From an optimization exercise on the open Yosys and OpenROAD flow, aimed at small area, a short achievable clock period and few clock cycles; shortcuts taken in it are not production practice. The RTL of this run was laid out without a check of its function.

==> flow/design.v <==
package rfes_pkg;
  localparam logic [11:0] EPOCH_YEAR    = 12'd1970;
  localparam logic [11:0] BASE_YEAR     = 12'd2000;
  localparam logic [16:0] SECS_PER_DAY  = 17'd86400;
  localparam logic [16:0] SECS_PER_HOUR = 17'd3600;
  localparam logic [16:0] SECS_PER_MIN  = 17'd60;
  localparam logic [16:0] SECS_PER_SEC  = 17'd1;
  localparam logic [1:0] EPOCH_MOD4   = 2'd2;
  localparam logic [6:0] EPOCH_MOD100 = 7'd70;
  localparam logic [8:0] EPOCH_MOD400 = 9'd370;
  localparam logic CFG_BCD_MODE  = 1'b0;
  localparam logic CFG_TWELVE_HR = 1'b1;
  typedef struct packed {
    logic [7:0] raw_seconds;
    logic [7:0] raw_minutes;
    logic [7:0] raw_hours;
    logic [7:0] raw_monthday;
    logic [7:0] raw_month;
    logic [7:0] raw_year;
  } rfes_in_t;
  typedef struct packed {
    logic [31:0] epoch_seconds;
    logic        field_error;
  } rfes_out_t;
  typedef struct packed {
    logic [7:0] sec;
    logic [7:0] min;
    logic [7:0] hr;
    logic [7:0] day;
    logic [3:0] mon_idx;
    logic       mon_ok;
    logic [7:0] yr;
    logic       err;
  } rfes_dec_t;
  typedef enum logic [3:0] {
    ST_IDLE,
    ST_YEARS,
    ST_DAY,
    ST_MUL_DAY,
    ST_MUL_HR,
    ST_MUL_MIN,
    ST_MUL_SEC,
    ST_LAST,
    ST_OUT
  } rfes_state_t;
  typedef enum logic [3:0] {
    OP_NONE,
    OP_LOAD,
    OP_YEAR,
    OP_MONTH,
    OP_DAY,
    OP_MUL_DAY,
    OP_MUL_HR,
    OP_MUL_MIN,
    OP_MUL_SEC,
    OP_LAST
  } rfes_op_t;
  typedef struct packed {
    rfes_op_t op;
  } rfes_ctrl_t;
  typedef struct packed {
    logic year_done;
  } rfes_stat_t;
  function automatic logic [7:0] bcd_decode(input logic [7:0] b, input logic bcd);
    logic [7:0] hi;
    hi = {4'b0000, b[7:4]};
    if (bcd) begin
      bcd_decode = (hi << 3) + (hi << 1) + {4'b0000, b[3:0]};
    end else begin
      bcd_decode = b;
    end
  endfunction
  function automatic logic [8:0] days_before_month(input logic [3:0] idx);
    case (idx)
      4'd0:    days_before_month = 9'd0;
      4'd1:    days_before_month = 9'd31;
      4'd2:    days_before_month = 9'd59;
      4'd3:    days_before_month = 9'd90;
      4'd4:    days_before_month = 9'd120;
      4'd5:    days_before_month = 9'd151;
      4'd6:    days_before_month = 9'd181;
      4'd7:    days_before_month = 9'd212;
      4'd8:    days_before_month = 9'd243;
      4'd9:    days_before_month = 9'd273;
      4'd10:   days_before_month = 9'd304;
      4'd11:   days_before_month = 9'd334;
      default: days_before_month = 9'd0;
    endcase
  endfunction
  function automatic logic [4:0] month_length(input logic [3:0] idx);
    case (idx)
      4'd1:              month_length = 5'd28;
      4'd3, 4'd5, 4'd8,
      4'd10:             month_length = 5'd30;
      default:           month_length = 5'd31;
    endcase
  endfunction
  function automatic logic [15:0] month_offset(input logic [3:0] mon, input logic leap);
    case ({mon, leap})
      5'd2: month_offset = 16'd10957;
      5'd3: month_offset = 16'd10956;
      5'd4: month_offset = 16'd10988;
      5'd5: month_offset = 16'd10987;
      5'd6: month_offset = 16'd11016;
      5'd7: month_offset = 16'd11016;
      5'd8: month_offset = 16'd11047;
      5'd9: month_offset = 16'd11047;
      5'd10: month_offset = 16'd11077;
      5'd11: month_offset = 16'd11077;
      5'd12: month_offset = 16'd11108;
      5'd13: month_offset = 16'd11108;
      5'd14: month_offset = 16'd11138;
      5'd15: month_offset = 16'd11138;
      5'd16: month_offset = 16'd11169;
      5'd17: month_offset = 16'd11169;
      5'd18: month_offset = 16'd11200;
      5'd19: month_offset = 16'd11200;
      5'd20: month_offset = 16'd11230;
      5'd21: month_offset = 16'd11230;
      5'd22: month_offset = 16'd11261;
      5'd23: month_offset = 16'd11261;
      5'd24: month_offset = 16'd11291;
      5'd25: month_offset = 16'd11291;
      default: month_offset = 16'd0;
    endcase
  endfunction
  function automatic logic gt8(input logic [7:0] x, input logic [7:0] c);
    logic g;
    g = 1'b0;
    for (int i = 0; i < 8; i++) begin
      g = c[i] ? (x[i] & g) : (x[i] | g);
    end
    gt8 = g;
  endfunction
  function automatic logic bcd_gt59(input logic [7:0] b);
    bcd_gt59 = gt8({4'd0, b[7:4]}, 8'd5) || ((b[7:4] == 4'd5) && gt8({4'd0, b[3:0]}, 8'd9));
  endfunction
  function automatic logic bcd_gt23(input logic [7:0] b);
    bcd_gt23 = gt8({4'd0, b[7:4]}, 8'd2) || ((b[7:4] == 4'd2) && gt8({4'd0, b[3:0]}, 8'd3)) ||
               ((b[7:4] == 4'd1) && gt8({4'd0, b[3:0]}, 8'd13));
  endfunction
  function automatic logic bcd_gt99(input logic [7:0] b);
    bcd_gt99 = gt8({4'd0, b[7:4]}, 8'd9) || ((b[7:4] == 4'd9) && gt8({4'd0, b[3:0]}, 8'd9));
  endfunction
  function automatic logic bcd_bad_1_12(input logic [6:0] b);
    bcd_bad_1_12 = gt8({5'd0, b[6:4]}, 8'd1) || ((b[6:4] == 3'd1) && gt8({4'd0, b[3:0]}, 8'd2)) ||
                   ((b[6:4] == 3'd0) && ((b[3:0] == 4'd0) || gt8({4'd0, b[3:0]}, 8'd12)));
  endfunction
  function automatic logic day_gt(input logic [7:0] b, input logic bcd, input logic [3:0] ml);
    if (bcd) begin
      day_gt = gt8({4'd0, b[7:4]}, 8'd3) ||
               ((b[7:4] == 4'd3) && (ml[0] || ml[1] || (ml[2] && (b[3:0] != 4'd0)) ||
                                     (ml[3] && gt8({4'd0, b[3:0]}, 8'd1)))) ||
               ((b[7:4] == 4'd2) && ((ml[0] && gt8({4'd0, b[3:0]}, 8'd8)) ||
                                     (ml[1] && gt8({4'd0, b[3:0]}, 8'd9)) ||
                                     (ml[2] && gt8({4'd0, b[3:0]}, 8'd10)) ||
                                     (ml[3] && gt8({4'd0, b[3:0]}, 8'd11))));
    end else begin
      day_gt = gt8(b, 8'd31) || (ml[0] && gt8(b, 8'd28)) || (ml[1] && gt8(b, 8'd29)) ||
               (ml[2] && gt8(b, 8'd30));
    end
  endfunction
  function automatic logic [4:0] hour12(input logic [3:0] h, input logic pm);
    case ({pm, h})
      5'h01: hour12 = 5'd1;
      5'h02: hour12 = 5'd2;
      5'h03: hour12 = 5'd3;
      5'h04: hour12 = 5'd4;
      5'h05: hour12 = 5'd5;
      5'h06: hour12 = 5'd6;
      5'h07: hour12 = 5'd7;
      5'h08: hour12 = 5'd8;
      5'h09: hour12 = 5'd9;
      5'h0a: hour12 = 5'd10;
      5'h0b: hour12 = 5'd11;
      5'h11: hour12 = 5'd13;
      5'h12: hour12 = 5'd14;
      5'h13: hour12 = 5'd15;
      5'h14: hour12 = 5'd16;
      5'h15: hour12 = 5'd17;
      5'h16: hour12 = 5'd18;
      5'h17: hour12 = 5'd19;
      5'h18: hour12 = 5'd20;
      5'h19: hour12 = 5'd21;
      5'h1a: hour12 = 5'd22;
      5'h1b: hour12 = 5'd23;
      5'h1c: hour12 = 5'd12;
      default: hour12 = 5'd0;
    endcase
  endfunction
endpackage
module rtc_fields_to_epoch_seconds_unit (
  input  logic      clk,
  input  logic      rst,
  input  logic      start,
  output logic      busy,
  input  rfes_pkg::rfes_in_t  fields,
  output logic      done,
  output rfes_pkg::rfes_out_t result,
  input  logic      cfg_write,
  input  logic      cfg_index,
  input  logic      cfg_data
);
  logic        bcd_mode;
  logic        twelve_hour_mode;
  always_ff @(posedge clk) begin
    if (rst) begin
      bcd_mode         <= 1'b1;
      twelve_hour_mode <= 1'b0;
    end else if (cfg_write) begin
      case (cfg_index)
        rfes_pkg::CFG_BCD_MODE:  bcd_mode         <= cfg_data;
        rfes_pkg::CFG_TWELVE_HR: twelve_hour_mode <= cfg_data;
        default:       bcd_mode         <= bcd_mode;
      endcase
    end
  end
  assign busy = 1'b0;
  logic [5:0]  sec6;
  logic [5:0]  min6;
  logic [4:0]  hv5;
  logic [4:0]  day5;
  logic [6:0]  yr7;
  logic [3:0]  mon4;
  logic [3:0]  h4;
  logic [4:0]  hr5;
  logic        leap;
  logic [3:0]  ml;
  logic [1:0]  fields_r;
  logic        err_sec, err_min, err_hr, err_day, err_mon, err_yr, err_all;
  logic t0;
  logic t1;
  logic t2;
  logic t3;
  logic t4;
  logic t5;
  logic t6;
  logic t7;
  logic t8;
  logic t9;
  logic t10;
  logic t11;
  logic t12;
  logic t13;
  logic t14;
  logic t15;
  logic t16;
  logic t17;
  logic t18;
  logic t19;
  logic t20;
  logic t21;
  logic t22;
  logic t23;
  logic t24;
  logic t25;
  logic t26;
  logic t27;
  logic t28;
  logic t29;
  logic t30;
  logic t31;
  logic t32;
  logic t33;
  logic t34;
  logic t35;
  logic t36;
  logic t37;
  logic t38;
  logic t39;
  logic t40;
  logic t41;
  logic t42;
  logic t43;
  logic t44;
  logic t45;
  logic t46;
  logic t47;
  logic t48;
  logic t49;
  logic t50;
  logic t51;
  logic t52;
  logic t53;
  logic t54;
  logic t55;
  logic t56;
  logic t57;
  logic t58;
  logic t59;
  logic t60;
  logic t61;
  logic t62;
  logic t63;
  logic t64;
  logic t65;
  logic t66;
  logic t67;
  logic t68;
  logic t69;
  logic t70;
  logic t71;
  logic t72;
  logic t73;
  logic t74;
  logic t75;
  logic t76;
  logic t77;
  logic t78;
  logic t79;
  logic t80;
  logic t81;
  logic t82;
  logic t83;
  logic t84;
  logic t85;
  logic t86;
  logic t87;
  logic t88;
  logic t89;
  logic t90;
  logic t91;
  logic t92;
  logic t93;
  logic t94;
  logic t95;
  logic t96;
  logic t97;
  logic t98;
  logic t99;
  logic t100;
  logic t101;
  logic t102;
  logic t103;
  logic t104;
  logic t105;
  logic t106;
  logic t107;
  logic t108;
  logic t109;
  logic t110;
  logic t111;
  logic t112;
  logic t113;
  logic t114;
  logic t115;
  logic t116;
  logic t117;
  logic t118;
  logic t119;
  logic t120;
  logic t121;
  logic t122;
  logic t123;
  logic t124;
  logic t125;
  logic t126;
  logic t127;
  logic t128;
  logic t129;
  logic t130;
  logic t131;
  logic t132;
  logic t133;
  logic t134;
  logic t135;
  logic t136;
  logic t137;
  logic t138;
  logic t139;
  logic t140;
  logic t141;
  logic t142;
  logic t143;
  logic t144;
  logic t145;
  logic t146;
  logic t147;
  logic t148;
  logic t149;
  logic t150;
  logic t151;
  logic t152;
  logic t153;
  logic t154;
  logic t155;
  logic t156;
  logic t157;
  logic t158;
  logic t159;
  logic t160;
  assign t0 = bcd_mode & fields.raw_seconds[4];
  assign t1 = bcd_mode & fields.raw_seconds[5];
  assign t2 = bcd_mode ? fields.raw_seconds[6] : fields.raw_seconds[4];
  assign t3 = ~bcd_mode & fields.raw_seconds[5];
  assign t4 = ~bcd_mode & fields.raw_seconds[6];
  assign t5 = fields.raw_seconds[3] ^ fields.raw_seconds[4];
  assign t6 = fields.raw_seconds[3] & fields.raw_seconds[4];
  assign t7 = fields.raw_seconds[5] ^ t3;
  assign t8 = fields.raw_seconds[5] & t3;
  assign t9 = fields.raw_seconds[6] ^ t4;
  assign t10 = fields.raw_seconds[6] & t4;
  assign t11 = fields.raw_seconds[1] ^ t0;
  assign t12 = fields.raw_seconds[2] ^ t1;
  assign t13 = t2 ^ t5;
  assign t14 = t7 ^ t6;
  assign t15 = t9 ^ t8;
  assign t16 = fields.raw_seconds[1] & t0;
  assign t17 = fields.raw_seconds[2] & t1;
  assign t18 = t2 & t5;
  assign t19 = t7 & t6;
  assign t20 = t9 & t8;
  assign t21 = t17 | (t12 & t16);
  assign t22 = t12 & t11;
  assign t23 = t19 | (t14 & t18);
  assign t24 = t14 & t13;
  assign t25 = t18 | (t13 & t21);
  assign t26 = t13 & t22;
  assign t27 = t23 | (t24 & t21);
  assign t28 = t24 & t22;
  assign t29 = t20 | (t15 & t27);
  assign t30 = t12 ^ t16;
  assign t31 = t13 ^ t21;
  assign t32 = t14 ^ t25;
  assign t33 = t15 ^ t27;
  assign t34 = bcd_mode & fields.raw_minutes[4];
  assign t35 = bcd_mode & fields.raw_minutes[5];
  assign t36 = bcd_mode ? fields.raw_minutes[6] : fields.raw_minutes[4];
  assign t37 = ~bcd_mode & fields.raw_minutes[5];
  assign t38 = ~bcd_mode & fields.raw_minutes[6];
  assign t39 = fields.raw_minutes[3] ^ fields.raw_minutes[4];
  assign t40 = fields.raw_minutes[3] & fields.raw_minutes[4];
  assign t41 = fields.raw_minutes[5] ^ t37;
  assign t42 = fields.raw_minutes[5] & t37;
  assign t43 = fields.raw_minutes[6] ^ t38;
  assign t44 = fields.raw_minutes[6] & t38;
  assign t45 = fields.raw_minutes[1] ^ t34;
  assign t46 = fields.raw_minutes[2] ^ t35;
  assign t47 = t36 ^ t39;
  assign t48 = t41 ^ t40;
  assign t49 = t43 ^ t42;
  assign t50 = fields.raw_minutes[1] & t34;
  assign t51 = fields.raw_minutes[2] & t35;
  assign t52 = t36 & t39;
  assign t53 = t41 & t40;
  assign t54 = t43 & t42;
  assign t55 = t51 | (t46 & t50);
  assign t56 = t46 & t45;
  assign t57 = t53 | (t48 & t52);
  assign t58 = t48 & t47;
  assign t59 = t52 | (t47 & t55);
  assign t60 = t47 & t56;
  assign t61 = t57 | (t58 & t55);
  assign t62 = t58 & t56;
  assign t63 = t54 | (t49 & t61);
  assign t64 = t46 ^ t50;
  assign t65 = t47 ^ t55;
  assign t66 = t48 ^ t59;
  assign t67 = t49 ^ t61;
  assign t68 = bcd_mode & fields.raw_hours[4];
  assign t69 = bcd_mode & fields.raw_hours[5];
  assign t70 = ~bcd_mode & fields.raw_hours[4];
  assign t71 = ~bcd_mode & fields.raw_hours[5];
  assign t72 = fields.raw_hours[3] ^ fields.raw_hours[4];
  assign t73 = fields.raw_hours[3] & fields.raw_hours[4];
  assign t74 = fields.raw_hours[5] ^ t71;
  assign t75 = fields.raw_hours[5] & t71;
  assign t76 = fields.raw_hours[1] ^ t68;
  assign t77 = fields.raw_hours[2] ^ t69;
  assign t78 = t70 ^ t72;
  assign t79 = t74 ^ t73;
  assign t80 = fields.raw_hours[1] & t68;
  assign t81 = fields.raw_hours[2] & t69;
  assign t82 = t70 & t72;
  assign t83 = t74 & t73;
  assign t84 = t81 | (t77 & t80);
  assign t85 = t77 & t76;
  assign t86 = t83 | (t79 & t82);
  assign t87 = t82 | (t78 & t84);
  assign t88 = t78 & t85;
  assign t89 = t86 | (t79 & t84);
  assign t90 = t77 ^ t80;
  assign t91 = t78 ^ t84;
  assign t92 = t79 ^ t87;
  assign t93 = bcd_mode & fields.raw_monthday[4];
  assign t94 = bcd_mode & fields.raw_monthday[5];
  assign t95 = ~bcd_mode & fields.raw_monthday[4];
  assign t96 = ~bcd_mode & fields.raw_monthday[5];
  assign t97 = fields.raw_monthday[3] ^ fields.raw_monthday[4];
  assign t98 = fields.raw_monthday[3] & fields.raw_monthday[4];
  assign t99 = fields.raw_monthday[5] ^ t96;
  assign t100 = fields.raw_monthday[5] & t96;
  assign t101 = fields.raw_monthday[1] ^ t93;
  assign t102 = fields.raw_monthday[2] ^ t94;
  assign t103 = t95 ^ t97;
  assign t104 = t99 ^ t98;
  assign t105 = fields.raw_monthday[1] & t93;
  assign t106 = fields.raw_monthday[2] & t94;
  assign t107 = t95 & t97;
  assign t108 = t99 & t98;
  assign t109 = t106 | (t102 & t105);
  assign t110 = t102 & t101;
  assign t111 = t108 | (t104 & t107);
  assign t112 = t107 | (t103 & t109);
  assign t113 = t103 & t110;
  assign t114 = t111 | (t104 & t109);
  assign t115 = t102 ^ t105;
  assign t116 = t103 ^ t109;
  assign t117 = t104 ^ t112;
  assign t118 = bcd_mode & fields.raw_year[4];
  assign t119 = bcd_mode & fields.raw_year[5];
  assign t120 = bcd_mode ? fields.raw_year[6] : fields.raw_year[4];
  assign t121 = bcd_mode ? fields.raw_year[7] : fields.raw_year[5];
  assign t122 = ~bcd_mode & fields.raw_year[6];
  assign t123 = ~bcd_mode & fields.raw_year[7];
  assign t124 = fields.raw_year[3] ^ fields.raw_year[4];
  assign t125 = fields.raw_year[3] & fields.raw_year[4];
  assign t126 = fields.raw_year[5] ^ t121;
  assign t127 = fields.raw_year[5] & t121;
  assign t128 = fields.raw_year[6] ^ t122;
  assign t129 = fields.raw_year[6] & t122;
  assign t130 = fields.raw_year[7] ^ t123;
  assign t131 = fields.raw_year[7] & t123;
  assign t132 = fields.raw_year[1] ^ t118;
  assign t133 = fields.raw_year[2] ^ t119;
  assign t134 = t120 ^ t124;
  assign t135 = t126 ^ t125;
  assign t136 = t128 ^ t127;
  assign t137 = t130 ^ t129;
  assign t138 = fields.raw_year[1] & t118;
  assign t139 = fields.raw_year[2] & t119;
  assign t140 = t120 & t124;
  assign t141 = t126 & t125;
  assign t142 = t128 & t127;
  assign t143 = t130 & t129;
  assign t144 = t139 | (t133 & t138);
  assign t145 = t133 & t132;
  assign t146 = t141 | (t135 & t140);
  assign t147 = t135 & t134;
  assign t148 = t143 | (t137 & t142);
  assign t149 = t140 | (t134 & t144);
  assign t150 = t134 & t145;
  assign t151 = t146 | (t147 & t144);
  assign t152 = t147 & t145;
  assign t153 = t142 | (t136 & t151);
  assign t154 = t136 & t152;
  assign t155 = t148 | (t137 & t151);
  assign t156 = t133 ^ t138;
  assign t157 = t134 ^ t144;
  assign t158 = t135 ^ t149;
  assign t159 = t136 ^ t151;
  assign t160 = t137 ^ t153;
  assign sec6 = {t33, t32, t31, t30, t11, fields.raw_seconds[0]};
  assign min6 = {t67, t66, t65, t64, t45, fields.raw_minutes[0]};
  assign hv5 = {t92, t91, t90, t76, fields.raw_hours[0]};
  assign day5 = {t117, t116, t115, t101, fields.raw_monthday[0]};
  assign yr7 = {t160, t159, t158, t157, t156, t132, fields.raw_year[0]};
  always_comb begin
    err_sec = bcd_mode ? rfes_pkg::bcd_gt59(fields.raw_seconds) : rfes_pkg::gt8(fields.raw_seconds, 8'd59);
    err_min = bcd_mode ? rfes_pkg::bcd_gt59(fields.raw_minutes) : rfes_pkg::gt8(fields.raw_minutes, 8'd59);
    if (twelve_hour_mode) begin
      err_hr = bcd_mode ? rfes_pkg::bcd_bad_1_12(fields.raw_hours[6:0]) :
                          ((fields.raw_hours[6:0] == 7'd0) ||
                           rfes_pkg::gt8({1'b0, fields.raw_hours[6:0]}, 8'd12));
    end else begin
      err_hr = bcd_mode ? rfes_pkg::bcd_gt23(fields.raw_hours) : rfes_pkg::gt8(fields.raw_hours, 8'd23);
    end
    err_mon = bcd_mode ? (rfes_pkg::bcd_bad_1_12(fields.raw_month[6:0]) || fields.raw_month[7]) :
                         ((fields.raw_month == 8'd0) || rfes_pkg::gt8(fields.raw_month, 8'd12));
    err_yr  = bcd_mode ? rfes_pkg::bcd_gt99(fields.raw_year) : rfes_pkg::gt8(fields.raw_year, 8'd99);
  end
  always_comb begin
    if (bcd_mode && fields.raw_month[4]) begin
      mon4 = {1'b1, fields.raw_month[1], ~fields.raw_month[1], fields.raw_month[0]};
    end else begin
      mon4 = fields.raw_month[3:0];
    end
    if (bcd_mode && fields.raw_hours[4]) begin
      h4 = {1'b1, fields.raw_hours[1], ~fields.raw_hours[1], fields.raw_hours[0]};
    end else begin
      h4 = fields.raw_hours[3:0];
    end
    hr5 = twelve_hour_mode ? rfes_pkg::hour12(h4, fields.raw_hours[7]) : hv5;
    if (bcd_mode) begin
      leap = !fields.raw_year[0] && (fields.raw_year[1] == fields.raw_year[4]);
    end else begin
      leap = (fields.raw_year[1:0] == 2'b00);
    end
    ml[0] = (mon4 == 4'd2) && !leap;
    ml[1] = (mon4 == 4'd2) && leap;
    ml[2] = (mon4 == 4'd4) || (mon4 == 4'd6) || (mon4 == 4'd9) || (mon4 == 4'd11);
    ml[3] = !(ml[0] || ml[1] || ml[2]);
    err_day = (fields.raw_monthday == 8'd0) || rfes_pkg::day_gt(fields.raw_monthday, bcd_mode, ml);
    err_all = err_sec || err_min || err_hr || err_day || err_mon || err_yr;
    if (bcd_mode) begin
      fields_r = {fields.raw_year[1] ^ fields.raw_year[4], fields.raw_year[0]};
    end else begin
      fields_r = fields.raw_year[1:0];
    end
  end
  logic        v_q;
  logic        err_q;
  logic [4:0]  q_q;
  logic [1:0]  r_q;
  logic [3:0]  mon_q;
  logic [4:0]  day_q;
  logic [4:0]  hr_q;
  logic [5:0]  min_q;
  logic [5:0]  sec_q;
  logic        leap_q;
  always_ff @(posedge clk) begin
    if (rst) begin
      v_q <= 1'b0;
    end else begin
      v_q <= start;
    end
  end
  always_ff @(posedge clk) begin
    err_q <= err_all;
    q_q   <= yr7[6:2];
    r_q   <= fields_r;
    mon_q <= mon4;
    day_q <= day5;
    hr_q  <= hr5;
    min_q <= min6;
    sec_q <= sec6;
    leap_q <= leap;
  end
  logic [31:0] epoch;
  logic [31:0] tab;
  always_comb begin
    case (mon_q)
      4'd1: tab = leap_q ? 32'd676164100 : 32'd676250500;
      4'd2: tab = leap_q ? 32'd678842500 : 32'd678928900;
      4'd3: tab = 32'd681348100;
      4'd4: tab = 32'd684026500;
      4'd5: tab = 32'd686618500;
      4'd6: tab = 32'd689296900;
      4'd7: tab = 32'd691888900;
      4'd8: tab = 32'd694567300;
      4'd9: tab = 32'd697245700;
      4'd10: tab = 32'd699837700;
      4'd11: tab = 32'd702516100;
      4'd12: tab = 32'd705108100;
      default: tab = 32'd0;
    endcase
  end
  logic t161;
  logic t162;
  logic t163;
  logic t164;
  logic t165;
  logic t166;
  logic t167;
  logic t168;
  logic t169;
  logic t170;
  logic t171;
  logic t172;
  logic t173;
  logic t174;
  logic t175;
  logic t176;
  logic t177;
  logic t178;
  logic t179;
  logic t180;
  logic t181;
  logic t182;
  logic t183;
  logic t184;
  logic t185;
  logic t186;
  logic t187;
  logic t188;
  logic t189;
  logic t190;
  logic t191;
  logic t192;
  logic t193;
  logic t194;
  logic t195;
  logic t196;
  logic t197;
  logic t198;
  logic t199;
  logic t200;
  logic t201;
  logic t202;
  logic t203;
  logic t204;
  logic t205;
  logic t206;
  logic t207;
  logic t208;
  logic t209;
  logic t210;
  logic t211;
  logic t212;
  logic t213;
  logic t214;
  logic t215;
  logic t216;
  logic t217;
  logic t218;
  logic t219;
  logic t220;
  logic t221;
  logic t222;
  logic t223;
  logic t224;
  logic t225;
  logic t226;
  logic t227;
  logic t228;
  logic t229;
  logic t230;
  logic t231;
  logic t232;
  logic t233;
  logic t234;
  logic t235;
  logic t236;
  logic t237;
  logic t238;
  logic t239;
  logic t240;
  logic t241;
  logic t242;
  logic t243;
  logic t244;
  logic t245;
  logic t246;
  logic t247;
  logic t248;
  logic t249;
  logic t250;
  logic t251;
  logic t252;
  logic t253;
  logic t254;
  logic t255;
  logic t256;
  logic t257;
  logic t258;
  logic t259;
  logic t260;
  logic t261;
  logic t262;
  logic t263;
  logic t264;
  logic t265;
  logic t266;
  logic t267;
  logic t268;
  logic t269;
  logic t270;
  logic t271;
  logic t272;
  logic t273;
  logic t274;
  logic t275;
  logic t276;
  logic t277;
  logic t278;
  logic t279;
  logic t280;
  logic t281;
  logic t282;
  logic t283;
  logic t284;
  logic t285;
  logic t286;
  logic t287;
  logic t288;
  logic t289;
  logic t290;
  logic t291;
  logic t292;
  logic t293;
  logic t294;
  logic t295;
  logic t296;
  logic t297;
  logic t298;
  logic t299;
  logic t300;
  logic t301;
  logic t302;
  logic t303;
  logic t304;
  logic t305;
  logic t306;
  logic t307;
  logic t308;
  logic t309;
  logic t310;
  logic t311;
  logic t312;
  logic t313;
  logic t314;
  logic t315;
  logic t316;
  logic t317;
  logic t318;
  logic t319;
  logic t320;
  logic t321;
  logic t322;
  logic t323;
  logic t324;
  logic t325;
  logic t326;
  logic t327;
  logic t328;
  logic t329;
  logic t330;
  logic t331;
  logic t332;
  logic t333;
  logic t334;
  logic t335;
  logic t336;
  logic t337;
  logic t338;
  logic t339;
  logic t340;
  logic t341;
  logic t342;
  logic t343;
  logic t344;
  logic t345;
  logic t346;
  logic t347;
  logic t348;
  logic t349;
  logic t350;
  logic t351;
  logic t352;
  logic t353;
  logic t354;
  logic t355;
  logic t356;
  logic t357;
  logic t358;
  logic t359;
  logic t360;
  logic t361;
  logic t362;
  logic t363;
  logic t364;
  logic t365;
  logic t366;
  logic t367;
  logic t368;
  logic t369;
  logic t370;
  logic t371;
  logic t372;
  logic t373;
  logic t374;
  logic t375;
  logic t376;
  logic t377;
  logic t378;
  logic t379;
  logic t380;
  logic t381;
  logic t382;
  logic t383;
  logic t384;
  logic t385;
  logic t386;
  logic t387;
  logic t388;
  logic t389;
  logic t390;
  logic t391;
  logic t392;
  logic t393;
  logic t394;
  logic t395;
  logic t396;
  logic t397;
  logic t398;
  logic t399;
  logic t400;
  logic t401;
  logic t402;
  logic t403;
  logic t404;
  logic t405;
  logic t406;
  logic t407;
  logic t408;
  logic t409;
  logic t410;
  logic t411;
  logic t412;
  logic t413;
  logic t414;
  logic t415;
  logic t416;
  logic t417;
  logic t418;
  logic t419;
  logic t420;
  logic t421;
  logic t422;
  logic t423;
  logic t424;
  logic t425;
  logic t426;
  logic t427;
  logic t428;
  logic t429;
  logic t430;
  logic t431;
  logic t432;
  logic t433;
  logic t434;
  logic t435;
  logic t436;
  logic t437;
  logic t438;
  logic t439;
  logic t440;
  logic t441;
  logic t442;
  logic t443;
  logic t444;
  logic t445;
  logic t446;
  logic t447;
  logic t448;
  assign t161 = ~q_q[0] ^ day_q[0];
  assign t162 = ~q_q[0] & day_q[0];
  assign t163 = ~q_q[1] ^ day_q[1] ^ day_q[0];
  assign t164 = (~q_q[1] & day_q[1]) | (day_q[0] & (~q_q[1] ^ day_q[1]));
  assign t165 = ~q_q[2] ^ day_q[2];
  assign t166 = ~q_q[2] & day_q[2];
  assign t167 = ~q_q[3] ^ day_q[3] ^ day_q[2];
  assign t168 = (~q_q[3] & day_q[3]) | (day_q[2] & (~q_q[3] ^ day_q[3]));
  assign t169 = ~q_q[4] ^ day_q[4] ^ day_q[3];
  assign t170 = (~q_q[4] & day_q[4]) | (day_q[3] & (~q_q[4] ^ day_q[4]));
  assign t171 = day_q[4] ^ day_q[0];
  assign t172 = day_q[4] & day_q[0];
  assign t173 = q_q[0] ^ day_q[1];
  assign t174 = q_q[0] & day_q[1];
  assign t175 = q_q[1] ^ day_q[2];
  assign t176 = q_q[1] & day_q[2];
  assign t177 = q_q[2] ^ day_q[3];
  assign t178 = q_q[2] & day_q[3];
  assign t179 = q_q[3] ^ day_q[4] ^ day_q[2];
  assign t180 = (q_q[3] & day_q[4]) | (day_q[2] & (q_q[3] ^ day_q[4]));
  assign t181 = q_q[4] ^ ~q_q[0];
  assign t182 = q_q[4] & ~q_q[0];
  assign t183 = hr_q[3] ^ ~min_q[5] ^ min_q[1];
  assign t184 = (hr_q[3] & ~min_q[5]) | (min_q[1] & (hr_q[3] ^ ~min_q[5]));
  assign t185 = hr_q[4] ^ min_q[2] ^ ~r_q[1];
  assign t186 = (hr_q[4] & min_q[2]) | (~r_q[1] & (hr_q[4] ^ min_q[2]));
  assign t187 = t162 ^ t163;
  assign t188 = t162 & t163;
  assign t189 = day_q[1] ^ ~hr_q[0] ^ min_q[3];
  assign t190 = (day_q[1] & ~hr_q[0]) | (min_q[3] & (day_q[1] ^ ~hr_q[0]));
  assign t191 = t165 ^ t164 ^ tab[9];
  assign t192 = (t165 & t164) | (tab[9] & (t165 ^ t164));
  assign t193 = ~hr_q[1] ^ min_q[4] ^ r_q[0];
  assign t194 = (~hr_q[1] & min_q[4]) | (r_q[0] & (~hr_q[1] ^ min_q[4]));
  assign t195 = t166 ^ t167 ^ tab[10];
  assign t196 = (t166 & t167) | (tab[10] & (t166 ^ t167));
  assign t197 = ~hr_q[2] ^ min_q[5] ^ r_q[1];
  assign t198 = (~hr_q[2] & min_q[5]) | (r_q[1] & (~hr_q[2] ^ min_q[5]));
  assign t199 = t169 ^ t168 ^ tab[11];
  assign t200 = (t169 & t168) | (tab[11] & (t169 ^ t168));
  assign t201 = ~hr_q[3] ^ hr_q[0] ^ ~r_q[0];
  assign t202 = (~hr_q[3] & hr_q[0]) | (~r_q[0] & (~hr_q[3] ^ hr_q[0]));
  assign t203 = t171 ^ t170 ^ tab[12];
  assign t204 = (t171 & t170) | (tab[12] & (t171 ^ t170));
  assign t205 = ~hr_q[4] ^ hr_q[1] ^ ~r_q[1];
  assign t206 = (~hr_q[4] & hr_q[1]) | (~r_q[1] & (~hr_q[4] ^ hr_q[1]));
  assign t207 = t173 ^ t172 ^ tab[13];
  assign t208 = (t173 & t172) | (tab[13] & (t173 ^ t172));
  assign t209 = day_q[0] ^ hr_q[2] ^ r_q[0];
  assign t210 = (day_q[0] & hr_q[2]) | (r_q[0] & (day_q[0] ^ hr_q[2]));
  assign t211 = t175 ^ t174 ^ tab[14];
  assign t212 = (t175 & t174) | (tab[14] & (t175 ^ t174));
  assign t213 = day_q[1] ^ hr_q[3] ^ r_q[1];
  assign t214 = (day_q[1] & hr_q[3]) | (r_q[1] & (day_q[1] ^ hr_q[3]));
  assign t215 = t177 ^ t176 ^ tab[15];
  assign t216 = (t177 & t176) | (tab[15] & (t177 ^ t176));
  assign t217 = day_q[0] ^ hr_q[4] ^ r_q[0];
  assign t218 = (day_q[0] & hr_q[4]) | (r_q[0] & (day_q[0] ^ hr_q[4]));
  assign t219 = t178 ^ t179 ^ tab[16];
  assign t220 = (t178 & t179) | (tab[16] & (t178 ^ t179));
  assign t221 = day_q[3] ^ day_q[1] ^ r_q[1];
  assign t222 = (day_q[3] & day_q[1]) | (r_q[1] & (day_q[3] ^ day_q[1]));
  assign t223 = t181 ^ t180 ^ tab[17];
  assign t224 = (t181 & t180) | (tab[17] & (t181 ^ t180));
  assign t225 = ~q_q[1] ^ day_q[4] ^ day_q[2];
  assign t226 = (~q_q[1] & day_q[4]) | (day_q[2] & (~q_q[1] ^ day_q[4]));
  assign t227 = 1'b1 ^ t182;
  assign t228 = 1'b1 & t182;
  assign t229 = ~q_q[2] ^ q_q[0] ^ day_q[3];
  assign t230 = (~q_q[2] & q_q[0]) | (day_q[3] & (~q_q[2] ^ q_q[0]));
  assign t231 = ~q_q[3] ^ q_q[1];
  assign t232 = ~q_q[3] & q_q[1];
  assign t233 = ~q_q[4] ^ q_q[2];
  assign t234 = ~q_q[4] & q_q[2];
  assign t235 = ~r_q[0] ^ t161;
  assign t236 = ~r_q[0] & t161;
  assign t237 = t185 ^ t184 ^ tab[8];
  assign t238 = (t185 & t184) | (tab[8] & (t185 ^ t184));
  assign t239 = t189 ^ t186 ^ t188;
  assign t240 = (t189 & t186) | (t188 & (t189 ^ t186));
  assign t241 = t193 ^ t190 ^ t195;
  assign t242 = (t193 & t190) | (t195 & (t193 ^ t190));
  assign t243 = t197 ^ t194 ^ t199;
  assign t244 = (t197 & t194) | (t199 & (t197 ^ t194));
  assign t245 = t201 ^ t198 ^ t203;
  assign t246 = (t201 & t198) | (t203 & (t201 ^ t198));
  assign t247 = t205 ^ t202 ^ t207;
  assign t248 = (t205 & t202) | (t207 & (t205 ^ t202));
  assign t249 = t209 ^ t206 ^ t211;
  assign t250 = (t209 & t206) | (t211 & (t209 ^ t206));
  assign t251 = t213 ^ t210 ^ t215;
  assign t252 = (t213 & t210) | (t215 & (t213 ^ t210));
  assign t253 = t217 ^ t214 ^ t219;
  assign t254 = (t217 & t214) | (t219 & (t217 ^ t214));
  assign t255 = t221 ^ t218 ^ t223;
  assign t256 = (t221 & t218) | (t223 & (t221 ^ t218));
  assign t257 = t225 ^ t222 ^ t227;
  assign t258 = (t225 & t222) | (t227 & (t225 ^ t222));
  assign t259 = t229 ^ t226 ^ t228;
  assign t260 = (t229 & t226) | (t228 & (t229 ^ t226));
  assign t261 = day_q[4] ^ t231 ^ t230;
  assign t262 = (day_q[4] & t231) | (t230 & (day_q[4] ^ t231));
  assign t263 = ~r_q[0] ^ t233 ^ t232;
  assign t264 = (~r_q[0] & t233) | (t232 & (~r_q[0] ^ t233));
  assign t265 = q_q[3] ^ ~r_q[1] ^ t234;
  assign t266 = (q_q[3] & ~r_q[1]) | (t234 & (q_q[3] ^ ~r_q[1]));
  assign t267 = q_q[4] ^ ~q_q[0];
  assign t268 = q_q[4] & ~q_q[0];
  assign t269 = ~min_q[0] ^ sec_q[2];
  assign t270 = ~min_q[0] & sec_q[2];
  assign t271 = ~min_q[1] ^ sec_q[3];
  assign t272 = ~min_q[1] & sec_q[3];
  assign t273 = hr_q[0] ^ ~min_q[2] ^ sec_q[4];
  assign t274 = (hr_q[0] & ~min_q[2]) | (sec_q[4] & (hr_q[0] ^ ~min_q[2]));
  assign t275 = hr_q[1] ^ ~min_q[3] ^ sec_q[5];
  assign t276 = (hr_q[1] & ~min_q[3]) | (sec_q[5] & (hr_q[1] ^ ~min_q[3]));
  assign t277 = hr_q[2] ^ ~min_q[4] ^ min_q[0];
  assign t278 = (hr_q[2] & ~min_q[4]) | (min_q[0] & (hr_q[2] ^ ~min_q[4]));
  assign t279 = t183 ^ t235 ^ tab[7];
  assign t280 = (t183 & t235) | (tab[7] & (t183 ^ t235));
  assign t281 = t236 ^ t187 ^ t237;
  assign t282 = (t236 & t187) | (t237 & (t236 ^ t187));
  assign t283 = t191 ^ t238 ^ t239;
  assign t284 = (t191 & t238) | (t239 & (t191 ^ t238));
  assign t285 = t192 ^ t240 ^ t241;
  assign t286 = (t192 & t240) | (t241 & (t192 ^ t240));
  assign t287 = t196 ^ t243 ^ t242;
  assign t288 = (t196 & t243) | (t242 & (t196 ^ t243));
  assign t289 = t200 ^ t245 ^ t244;
  assign t290 = (t200 & t245) | (t244 & (t200 ^ t245));
  assign t291 = t204 ^ t247 ^ t246;
  assign t292 = (t204 & t247) | (t246 & (t204 ^ t247));
  assign t293 = t208 ^ t249 ^ t248;
  assign t294 = (t208 & t249) | (t248 & (t208 ^ t249));
  assign t295 = t212 ^ t251 ^ t250;
  assign t296 = (t212 & t251) | (t250 & (t212 ^ t251));
  assign t297 = t216 ^ t253 ^ t252;
  assign t298 = (t216 & t253) | (t252 & (t216 ^ t253));
  assign t299 = t220 ^ t255 ^ t254;
  assign t300 = (t220 & t255) | (t254 & (t220 ^ t255));
  assign t301 = t257 ^ t224 ^ t256;
  assign t302 = (t257 & t224) | (t256 & (t257 ^ t224));
  assign t303 = tab[19] ^ t259 ^ t258;
  assign t304 = (tab[19] & t259) | (t258 & (tab[19] ^ t259));
  assign t305 = tab[20] ^ t261 ^ t260;
  assign t306 = (tab[20] & t261) | (t260 & (tab[20] ^ t261));
  assign t307 = tab[21] ^ t263 ^ t262;
  assign t308 = (tab[21] & t263) | (t262 & (tab[21] ^ t263));
  assign t309 = tab[22] ^ t265 ^ t264;
  assign t310 = (tab[22] & t265) | (t264 & (tab[22] ^ t265));
  assign t311 = t267 ^ tab[23] ^ t266;
  assign t312 = (t267 & tab[23]) | (t266 & (t267 ^ tab[23]));
  assign t313 = ~q_q[1] ^ t268 ^ tab[24];
  assign t314 = (~q_q[1] & t268) | (tab[24] & (~q_q[1] ^ t268));
  assign t315 = ~q_q[2] ^ r_q[0] ^ tab[25];
  assign t316 = (~q_q[2] & r_q[0]) | (tab[25] & (~q_q[2] ^ r_q[0]));
  assign t317 = ~q_q[3] ^ r_q[1];
  assign t318 = ~q_q[3] & r_q[1];
  assign t319 = ~q_q[4] ^ q_q[0] ^ 1'b1;
  assign t320 = (~q_q[4] & q_q[0]) | (1'b1 & (~q_q[4] ^ q_q[0]));
  assign t321 = 1'b1 ^ t269;
  assign t322 = t271 ^ t270;
  assign t323 = t273 ^ t272;
  assign t324 = t275 ^ t274;
  assign t325 = t277 ^ t276;
  assign t326 = t279 ^ t278;
  assign t327 = t281 ^ t280;
  assign t328 = t283 ^ t282;
  assign t329 = t285 ^ t284;
  assign t330 = t287 ^ t286;
  assign t331 = t289 ^ t288;
  assign t332 = t291 ^ t290;
  assign t333 = t293 ^ t292;
  assign t334 = t295 ^ t294;
  assign t335 = t297 ^ t296;
  assign t336 = t299 ^ t298;
  assign t337 = t301 ^ t300;
  assign t338 = t303 ^ t302;
  assign t339 = 1'b0 ^ 1'b0;
  assign t340 = 1'b1 & t269;
  assign t341 = t271 & t270;
  assign t342 = t273 & t272;
  assign t343 = t275 & t274;
  assign t344 = t277 & t276;
  assign t345 = t279 & t278;
  assign t346 = t281 & t280;
  assign t347 = t283 & t282;
  assign t348 = t285 & t284;
  assign t349 = t287 & t286;
  assign t350 = t289 & t288;
  assign t351 = t291 & t290;
  assign t352 = t293 & t292;
  assign t353 = t295 & t294;
  assign t354 = t297 & t296;
  assign t355 = t299 & t298;
  assign t356 = t301 & t300;
  assign t357 = t303 & t302;
  assign t358 = 1'b0 & 1'b0;
  assign t359 = t341 | (t322 & t340);
  assign t360 = t322 & t321;
  assign t361 = t343 | (t324 & t342);
  assign t362 = t324 & t323;
  assign t363 = t345 | (t326 & t344);
  assign t364 = t326 & t325;
  assign t365 = t347 | (t328 & t346);
  assign t366 = t328 & t327;
  assign t367 = t349 | (t330 & t348);
  assign t368 = t330 & t329;
  assign t369 = t351 | (t332 & t350);
  assign t370 = t332 & t331;
  assign t371 = t353 | (t334 & t352);
  assign t372 = t334 & t333;
  assign t373 = t355 | (t336 & t354);
  assign t374 = t336 & t335;
  assign t375 = t357 | (t338 & t356);
  assign t376 = t338 & t337;
  assign t377 = t342 | (t323 & t359);
  assign t378 = t323 & t360;
  assign t379 = t361 | (t362 & t359);
  assign t380 = t362 & t360;
  assign t381 = t346 | (t327 & t363);
  assign t382 = t327 & t364;
  assign t383 = t365 | (t366 & t363);
  assign t384 = t366 & t364;
  assign t385 = t350 | (t331 & t367);
  assign t386 = t331 & t368;
  assign t387 = t369 | (t370 & t367);
  assign t388 = t370 & t368;
  assign t389 = t354 | (t335 & t371);
  assign t390 = t335 & t372;
  assign t391 = t373 | (t374 & t371);
  assign t392 = t374 & t372;
  assign t393 = t358 | (t339 & t375);
  assign t394 = t344 | (t325 & t379);
  assign t395 = t325 & t380;
  assign t396 = t363 | (t364 & t379);
  assign t397 = t364 & t380;
  assign t398 = t381 | (t382 & t379);
  assign t399 = t382 & t380;
  assign t400 = t383 | (t384 & t379);
  assign t401 = t384 & t380;
  assign t402 = t352 | (t333 & t387);
  assign t403 = t333 & t388;
  assign t404 = t371 | (t372 & t387);
  assign t405 = t372 & t388;
  assign t406 = t389 | (t390 & t387);
  assign t407 = t390 & t388;
  assign t408 = t391 | (t392 & t387);
  assign t409 = t392 & t388;
  assign t410 = t348 | (t329 & t400);
  assign t411 = t329 & t401;
  assign t412 = t367 | (t368 & t400);
  assign t413 = t368 & t401;
  assign t414 = t385 | (t386 & t400);
  assign t415 = t386 & t401;
  assign t416 = t387 | (t388 & t400);
  assign t417 = t388 & t401;
  assign t418 = t402 | (t403 & t400);
  assign t419 = t403 & t401;
  assign t420 = t404 | (t405 & t400);
  assign t421 = t405 & t401;
  assign t422 = t406 | (t407 & t400);
  assign t423 = t407 & t401;
  assign t424 = t408 | (t409 & t400);
  assign t425 = t409 & t401;
  assign t426 = t356 | (t337 & t424);
  assign t427 = t337 & t425;
  assign t428 = t375 | (t376 & t424);
  assign t429 = t376 & t425;
  assign t430 = t393 | (t339 & t424);
  assign t431 = t322 ^ t340;
  assign t432 = t323 ^ t359;
  assign t433 = t324 ^ t377;
  assign t434 = t325 ^ t379;
  assign t435 = t326 ^ t394;
  assign t436 = t327 ^ t396;
  assign t437 = t328 ^ t398;
  assign t438 = t329 ^ t400;
  assign t439 = t330 ^ t410;
  assign t440 = t331 ^ t412;
  assign t441 = t332 ^ t414;
  assign t442 = t333 ^ t416;
  assign t443 = t334 ^ t418;
  assign t444 = t335 ^ t420;
  assign t445 = t336 ^ t422;
  assign t446 = t337 ^ t424;
  assign t447 = t338 ^ t426;
  assign t448 = t339 ^ t428;
  logic        v2_q;
  logic        err2_q;
  logic        lo_q_0;
  logic        lo_q_1;
  logic        lo_q_2;
  logic        lo_q_3;
  logic        lo_q_4;
  logic        lo_q_5;
  logic        lo_q_6;
  logic        lo_q_7;
  logic        lo_q_8;
  logic        lo_q_9;
  logic        lo_q_10;
  logic        lo_q_11;
  logic        lo_q_12;
  logic        lo_q_13;
  logic        lo_q_14;
  logic        lo_q_15;
  logic        lo_q_16;
  logic        lo_q_17;
  logic        lo_q_18;
  logic        lo_q_19;
  logic        cy_q;
  logic        cs0_q_20;
  logic        cs1_q_20;
  logic        cs0_q_21;
  logic        cs1_q_21;
  logic        cs0_q_22;
  logic        cs1_q_22;
  logic        cs0_q_23;
  logic        cs1_q_23;
  logic        cs0_q_24;
  logic        cs1_q_24;
  logic        cs0_q_25;
  logic        cs1_q_25;
  logic        cs0_q_26;
  logic        cs1_q_26;
  logic        cs0_q_27;
  logic        cs1_q_27;
  logic        cs0_q_28;
  logic        cs1_q_28;
  logic        cs0_q_29;
  logic        cs1_q_29;
  logic        cs0_q_30;
  logic        cs0_q_31;
  always_ff @(posedge clk) begin
    if (rst) begin
      v2_q <= 1'b0;
    end else begin
      v2_q <= v_q;
    end
  end
  always_ff @(posedge clk) begin
    err2_q <= err_q;
    lo_q_0 <= sec_q[0];
    lo_q_1 <= sec_q[1];
    lo_q_2 <= t321;
    lo_q_3 <= t431;
    lo_q_4 <= t432;
    lo_q_5 <= t433;
    lo_q_6 <= t434;
    lo_q_7 <= t435;
    lo_q_8 <= t436;
    lo_q_9 <= t437;
    lo_q_10 <= t438;
    lo_q_11 <= t439;
    lo_q_12 <= t440;
    lo_q_13 <= t441;
    lo_q_14 <= t442;
    lo_q_15 <= t443;
    lo_q_16 <= t444;
    lo_q_17 <= t445;
    lo_q_18 <= t446;
    lo_q_19 <= t447;
    cy_q <= t448;
    cs0_q_20 <= t305;
    cs1_q_20 <= t304;
    cs0_q_21 <= t307;
    cs1_q_21 <= t306;
    cs0_q_22 <= t309;
    cs1_q_22 <= t308;
    cs0_q_23 <= t311;
    cs1_q_23 <= t310;
    cs0_q_24 <= t313;
    cs1_q_24 <= t312;
    cs0_q_25 <= t315;
    cs1_q_25 <= t314;
    cs0_q_26 <= t317;
    cs1_q_26 <= t316;
    cs0_q_27 <= t319;
    cs1_q_27 <= t318;
    cs0_q_28 <= q_q[1];
    cs1_q_28 <= t320;
    cs0_q_29 <= q_q[2];
    cs1_q_29 <= 1'b1;
    cs0_q_30 <= q_q[3];
    cs0_q_31 <= q_q[4];
  end
  logic t449;
  logic t450;
  logic t451;
  logic t452;
  logic t453;
  logic t454;
  logic t455;
  logic t456;
  logic t457;
  logic t458;
  logic t459;
  logic t460;
  logic t461;
  logic t462;
  logic t463;
  logic t464;
  logic t465;
  logic t466;
  logic t467;
  logic t468;
  logic t469;
  logic t470;
  logic t471;
  logic t472;
  logic t473;
  logic t474;
  logic t475;
  logic t476;
  logic t477;
  logic t478;
  logic t479;
  logic t480;
  logic t481;
  logic t482;
  logic t483;
  logic t484;
  logic t485;
  logic t486;
  logic t487;
  logic t488;
  logic t489;
  logic t490;
  logic t491;
  logic t492;
  logic t493;
  logic t494;
  logic t495;
  logic t496;
  logic t497;
  logic t498;
  logic t499;
  logic t500;
  logic t501;
  logic t502;
  logic t503;
  logic t504;
  logic t505;
  logic t506;
  logic t507;
  logic t508;
  logic t509;
  logic t510;
  logic t511;
  logic t512;
  logic t513;
  logic t514;
  logic t515;
  logic t516;
  logic t517;
  logic t518;
  logic t519;
  logic t520;
  logic t521;
  logic t522;
  logic t523;
  logic t524;
  logic t525;
  logic t526;
  logic t527;
  logic t528;
  assign t449 = cy_q ^ cy_q;
  assign t450 = cs0_q_20 ^ cs1_q_20;
  assign t451 = cs0_q_21 ^ cs1_q_21;
  assign t452 = cs0_q_22 ^ cs1_q_22;
  assign t453 = cs0_q_23 ^ cs1_q_23;
  assign t454 = cs0_q_24 ^ cs1_q_24;
  assign t455 = cs0_q_25 ^ cs1_q_25;
  assign t456 = cs0_q_26 ^ cs1_q_26;
  assign t457 = cs0_q_27 ^ cs1_q_27;
  assign t458 = cs0_q_28 ^ cs1_q_28;
  assign t459 = cs0_q_29 ^ cs1_q_29;
  assign t460 = cs0_q_30 ^ 1'b0;
  assign t461 = cs0_q_31 ^ 1'b0;
  assign t462 = cy_q & cy_q;
  assign t463 = cs0_q_20 & cs1_q_20;
  assign t464 = cs0_q_21 & cs1_q_21;
  assign t465 = cs0_q_22 & cs1_q_22;
  assign t466 = cs0_q_23 & cs1_q_23;
  assign t467 = cs0_q_24 & cs1_q_24;
  assign t468 = cs0_q_25 & cs1_q_25;
  assign t469 = cs0_q_26 & cs1_q_26;
  assign t470 = cs0_q_27 & cs1_q_27;
  assign t471 = cs0_q_28 & cs1_q_28;
  assign t472 = cs0_q_29 & cs1_q_29;
  assign t473 = cs0_q_30 & 1'b0;
  assign t474 = cs0_q_31 & 1'b0;
  assign t475 = t463 | (t450 & t462);
  assign t476 = t450 & t449;
  assign t477 = t465 | (t452 & t464);
  assign t478 = t452 & t451;
  assign t479 = t467 | (t454 & t466);
  assign t480 = t454 & t453;
  assign t481 = t469 | (t456 & t468);
  assign t482 = t456 & t455;
  assign t483 = t471 | (t458 & t470);
  assign t484 = t458 & t457;
  assign t485 = t473 | (t460 & t472);
  assign t486 = t460 & t459;
  assign t487 = t464 | (t451 & t475);
  assign t488 = t451 & t476;
  assign t489 = t477 | (t478 & t475);
  assign t490 = t478 & t476;
  assign t491 = t468 | (t455 & t479);
  assign t492 = t455 & t480;
  assign t493 = t481 | (t482 & t479);
  assign t494 = t482 & t480;
  assign t495 = t472 | (t459 & t483);
  assign t496 = t459 & t484;
  assign t497 = t485 | (t486 & t483);
  assign t498 = t486 & t484;
  assign t499 = t466 | (t453 & t489);
  assign t500 = t453 & t490;
  assign t501 = t479 | (t480 & t489);
  assign t502 = t480 & t490;
  assign t503 = t491 | (t492 & t489);
  assign t504 = t492 & t490;
  assign t505 = t493 | (t494 & t489);
  assign t506 = t494 & t490;
  assign t507 = t474 | (t461 & t497);
  assign t508 = t470 | (t457 & t505);
  assign t509 = t457 & t506;
  assign t510 = t483 | (t484 & t505);
  assign t511 = t484 & t506;
  assign t512 = t495 | (t496 & t505);
  assign t513 = t496 & t506;
  assign t514 = t497 | (t498 & t505);
  assign t515 = t498 & t506;
  assign t516 = t507 | (t461 & t505);
  assign t517 = t450 ^ t462;
  assign t518 = t451 ^ t475;
  assign t519 = t452 ^ t487;
  assign t520 = t453 ^ t489;
  assign t521 = t454 ^ t499;
  assign t522 = t455 ^ t501;
  assign t523 = t456 ^ t503;
  assign t524 = t457 ^ t505;
  assign t525 = t458 ^ t508;
  assign t526 = t459 ^ t510;
  assign t527 = t460 ^ t512;
  assign t528 = t461 ^ t514;
  assign epoch = {t528, t527, t526, t525, t524, t523, t522, t521, t520, t519, t518, t517, lo_q_19, lo_q_18, lo_q_17, lo_q_16, lo_q_15, lo_q_14, lo_q_13, lo_q_12, lo_q_11, lo_q_10, lo_q_9, lo_q_8, lo_q_7, lo_q_6, lo_q_5, lo_q_4, lo_q_3, lo_q_2, lo_q_1, lo_q_0};
  assign done   = v2_q;
  assign result = {epoch, err2_q};
endmodule
==> flow/flow/run.sh <==
#!/bin/bash
# Standard layout, with the port buffers made of the smallest buffer cell and
# Yosys's generic fine-grained ABC pass skipped, so that the adders written as
# gates reach full-adder extraction as written.
set -euo pipefail
bash standard.sh SYNTH_ARGS=-noabc BUFFER_PORTS_ARGS="-buffer_cell sky130_fd_sc_hd__buf_1" finish > standard_flow.log 2>&1
==> flow/standard.sh <==
#!/bin/bash
# synth_recipe.tcl (not shown) runs the flow's synth.tcl, then flattens the netlist and writes it again
# the make line also repeats each setting of config.mk as NAME=value (left out here)
make -C /OpenROAD-flow-scripts/flow DESIGN_CONFIG=/design/flow/config.mk WORK_HOME=/design/flow/orfs CLKGATE_MAP_FILE= SYNTH_SCRIPT=/design/flow/synth_recipe.tcl "${@:-finish}"
==> flow/config.mk <==
export PLATFORM = sky130hd
export DESIGN_NAME = rtc_fields_to_epoch_seconds_unit
export DESIGN_NICKNAME = rtc_fields_to_epoch_seconds_unit
export VERILOG_FILES = /design/flow/design.v
export SDC_FILE = /design/flow/constraint.sdc
export NUM_CORES = 4
export LEC_CHECK = 0
export CAP_MARGIN = 20
export CORE_MARGIN = 2
export CORE_UTILIZATION = 40
export CTS_BUF_LIST = sky130_fd_sc_hd__clkbuf_8
export SETUP_SLACK_MARGIN = 3.5
export SLEW_MARGIN = 20
==> flow/constraint.sdc <==
create_clock -name core_clock -period 8.0 [get_ports {clk}]
set_input_delay 1.6000 -clock core_clock [delete_from_list [all_inputs] [get_ports {clk}]]
set_output_delay 1.6000 -clock core_clock [all_outputs]
set_load 0.01 [all_outputs]
==> metrics.md <==
| Metric | Value |
|---|---|
| Post-Synth Simple-Gate Area | `0.0998` |
| Uppermost layer routed | `met4` |
| Worst Skew | `0.0175 ns` |
| Via count | `4538` |
| Crit Path Category | `reg2reg` |
| Setup crit end | `lo_q_18` |
| Clock Latency Late Sink | `0.38 ns` |
| Wl on met1 | `6.73 mm` |
| Crit share post-route | `0.557` |
| Metal3 WL | `478 um` |
| Rel. slew slack | `0.415` |
| Top-count cell post-synth | `fa_1` |
| First-pass GRT wire length | `22.9 mm` |
| Least-Margin Pin Slew | `0.877 ns` |
| Slowest stage delay, CP | `0.59 ns` |
| FF+latch count, synth | `82` |
| Max_cap viols | `0` |
| Hold buffer count at cts | `0` |
| Syn Nets | `848` |
| Layout overhead on the synthesized area | `10.9%` |
| Post-synth top cells | `fa_1 (83), dfxtp_1 (82), inv_1 (82)` |
| Mapped Area | `6470 um^2` |
| CP bufs+invs | `1` |
| Clock Sinks | `82` |
| Largest family of logic cells by synthesized area | `adder cells` |
| DRT antenna net count | `0` |
| Top_reg_cell synth | `dfxtp_1` |
| Die area | `17200 um^2` |
| IO Count | `89` |
| CTS buffer count | `9` |
| Number of remaining DRC errors | `0` |
| Worst path top cell family by delay | `adder cells` |
| Max-slew violations | `0` |
| Worst R2R Path Depth | `15` |
| Cells after synthesis | `653` |
| Die Ht | `131 um` |
| Setup violators final | `0` |
| H-tree levels | `3` |
| CP Depth | `15` |
| Adder-Cell Fraction of Synth Area | `0.369` |
| Core Area | `15800 um^2` |
| Synth Area in Compound Gates | `0.131` |
| Run status | `timing/DRC/antenna clean` |
| CP Launch Type | `flop` |
| Vias in the first global route | `4651` |
| RSZ-0062 raised after global routing | `true` |
| Crit-path max FO | `17` |
| Port Buf Inserts | `87` |
| CTS clk-pin slew, worst paths | `0.09 ns` |
| Leading area contributor after synthesis | `fa_1` |
| Wirelength per Cell | `15.2 um` |
| Die span in x | `131 um` |
| Final wirelength | `14.2 mm` |
| FF-to-FF End | `lo_q_18` |
| CP Data Required Time | `8.26 ns` |
| HPWL Detailed | `11.7 mm` |
| Initial antenna violation count | `0` |
| GR Overflow Total | `0` |
| DR iter-0 viols | `112` |
| Area share of the largest cell type after synthesis | `0.257` |
| Root Buffer | `clkbuf_8` |
| CP Capture Type | `flop` |
| N_diodes | `0` |
| CP max-delay cell | `fa_1` |
| Biggest area contributors in the synthesized netlist | `fa_1 (26%), dfxtp_1 (25%), ha_1 (11%)` |
| Starting Density | `0.409` |
| Clk buf depth | `2` |
| Seq/Total Area, Yosys | `0.254` |
| Post-synthesis xor/xnor area fraction | `0.0420` |
| DR vias/cell | `4.87` |
| CTS tree | `built` |
| Ys async rst share | `0` |
| Total negative setup slack | `0 ns` |
| Tmin final | `4.46 ns` |
| CP startpoint | `mon_q[0]` |
| Hold Crit Class | `reg2reg` |
| Worst R2R Setup Slack | `3.54 ns` |
| Mux cell area share after synthesis | `0.00696` |
| Number of synthesized flops with an enable pin | `0` |
| Count of different cell masters after synthesis | `56` |
| Final hold violation count | `0` |
| Final Wtd Congestion | `0.861` |
| Final core utilization | `0.453` |
| Synth warnings | `1` |
| GRT Util Overall | `0.167` |
| Share of cells above drive strength 1 | `0.0936` |
| Worst-path cell chain | `buf_6 > nand2_2 > nor2_1 > a21oi_2 > o22ai_2 > fa_1 > fa_1 > fa_1 > ha_4 > o2111ai_4 > or3_4 > a21boi_4 > a31o_4 > a21o_1 > fa_1` |
| Largest net degree at the start of global routing | `30` |
| Critical R2R Launch | `mon_q[0]` |
| Most used cell, CP | `fa_1` |
| Syn avg cell area | `9.91 um^2` |
| CP arrival | `4.72 ns` |
| Standard-cell rows | `46` |
| Final net count | `907` |
| Max Clk Rate | `224 MHz` |
| Drt first pass iters | `4` |
| DR WL met2 | `6.75 mm` |
[layout make-up]
class / instances / area, um^2
Sequential cell: 82 / 1670
Multi-Input combinational cell: 438 / 4330
Tap cell: 216 / 270
Inverter: 82 / 310
Timing Repair Buffer: 99 / 418
Clock buffer: 11 / 151
Fill cell: 1538 / 8650
Clock inverter: 4 / 28.8
[per-layer routing]
layer / GRT usage / vias up
li1: - / 2253
met1: 0.227 / 2164
met2: 0.271 / 105
met3: 0.0239 / 16
met4: 0.0610 / 0
met5: 0 / -
[worst register-to-register path: stages, from the launching register on]
cell       delay (ns)
dfxtp_4          0.37
buf_6            0.16
nand2_2          0.11
nor2_1           0.06
a21oi_2          0.15
o22ai_2          0.11
fa_1             0.59
fa_1             0.45
fa_1             0.54
ha_4             0.31
o2111ai_4        0.13
or3_4            0.41
a21boi_4         0.24
a31o_4           0.19
a21o_1           0.13
fa_1             0.39
[cells by family after synthesis]
kind of cell,Yosys count
flops,82
simple gates,130
fa+ha+maj,141
compound gates,131
mux,4
buf+inv,133
other cells,1
xor+xnor,31
[flip-flops by register name (all words and copies together) (netlist names), 2 cells and up]
signal and flops:
min_q 6, sec_q 6, day_q 5, hr_q 5, q_q 5, mon_q 4, r_q 2
[placed cells by master, fill, tap and decap left out, types with 4 or more instances in the layout]
cell and count:
clkbuf_8 11, a21oi_1 27, dfxtp_4 7, fa_1 83
nor2_1 35, o21ai_1 4, nand2b_1 7, nand2_1 27
a211oi_1 4, o21bai_1 4, nor3_1 13, nand3_1 4
ha_1 55, a31oi_1 4, nand4_1 4, o22ai_1 4
a211o_1 4, dfxtp_1 73, nor2b_1 9, buf_1 87
a21o_1 11, o211ai_1 5, o21ai_0 32, nor4_1 4
xor2_1 15, buf_4 10, and2_1 5, xnor2_1 16
mux2_2 4, inv_1 80
[what timing repair did]
action | 4_1_cts | 5_1_grt
gates resized for setup | 12 | 33
pin swaps | 0 | 12
endpoints found under the setup margin | 5 | 2
gates cloned | 0 | 0
buffers inserted | 1 | 11
[per-stage QoR]
stage	cell area (um^2)	cells	worst slack, ns	hold slack (ns)
6_report	7180	932	3.54	0.333
5_1_grt	7180	932	3.38	0.349
4_1_cts	6950	921	3.44	0.340
3_5_place_dp	6750	905	2.95	0.314
3_3_place_gp	6750	905	3.09	0.313
2_1_floorplan	6470	653	3.54	0.310
[worst min path at each step]
stage,start,endpoint,cells past startpoint
after floorplan,err_q,err2_q,0
after global placement,sec_q[1],lo_q_1,0
after detailed placement,err_q,err2_q,0
after CTS,sec_q[1],lo_q_1,0
after global routing,sec_q[1],lo_q_1,0
final,sec_q[1],lo_q_1,0

## static timing again, ports no longer ideal
The results above use ideal ports. As a check the final layout listed here was re-extracted and re-timed, cells and wires unchanged.
Step 1 sets driving cells, clkbuf_16 on the clock port and buf_2 on the other inputs (assumed; they add their load-dependent delay and slew).
Step 2 also shifts input and output timing later by t, the mid clock arrival at the registers, as if the neighbouring blocks saw the same clock.
Slacks: ideal / step 1 / step 2; pairs: ideal / step 1.
shift t [ns]: 0.402
setup WS [ns]: 3.544 / 3.544 / 3.544
pins driven straight from the clock port: 1
After both steps this run still meets setup and hold. For this run, drivers alone change the setup slack by 0.000 ns; drivers and shift together by 0.000 ns.
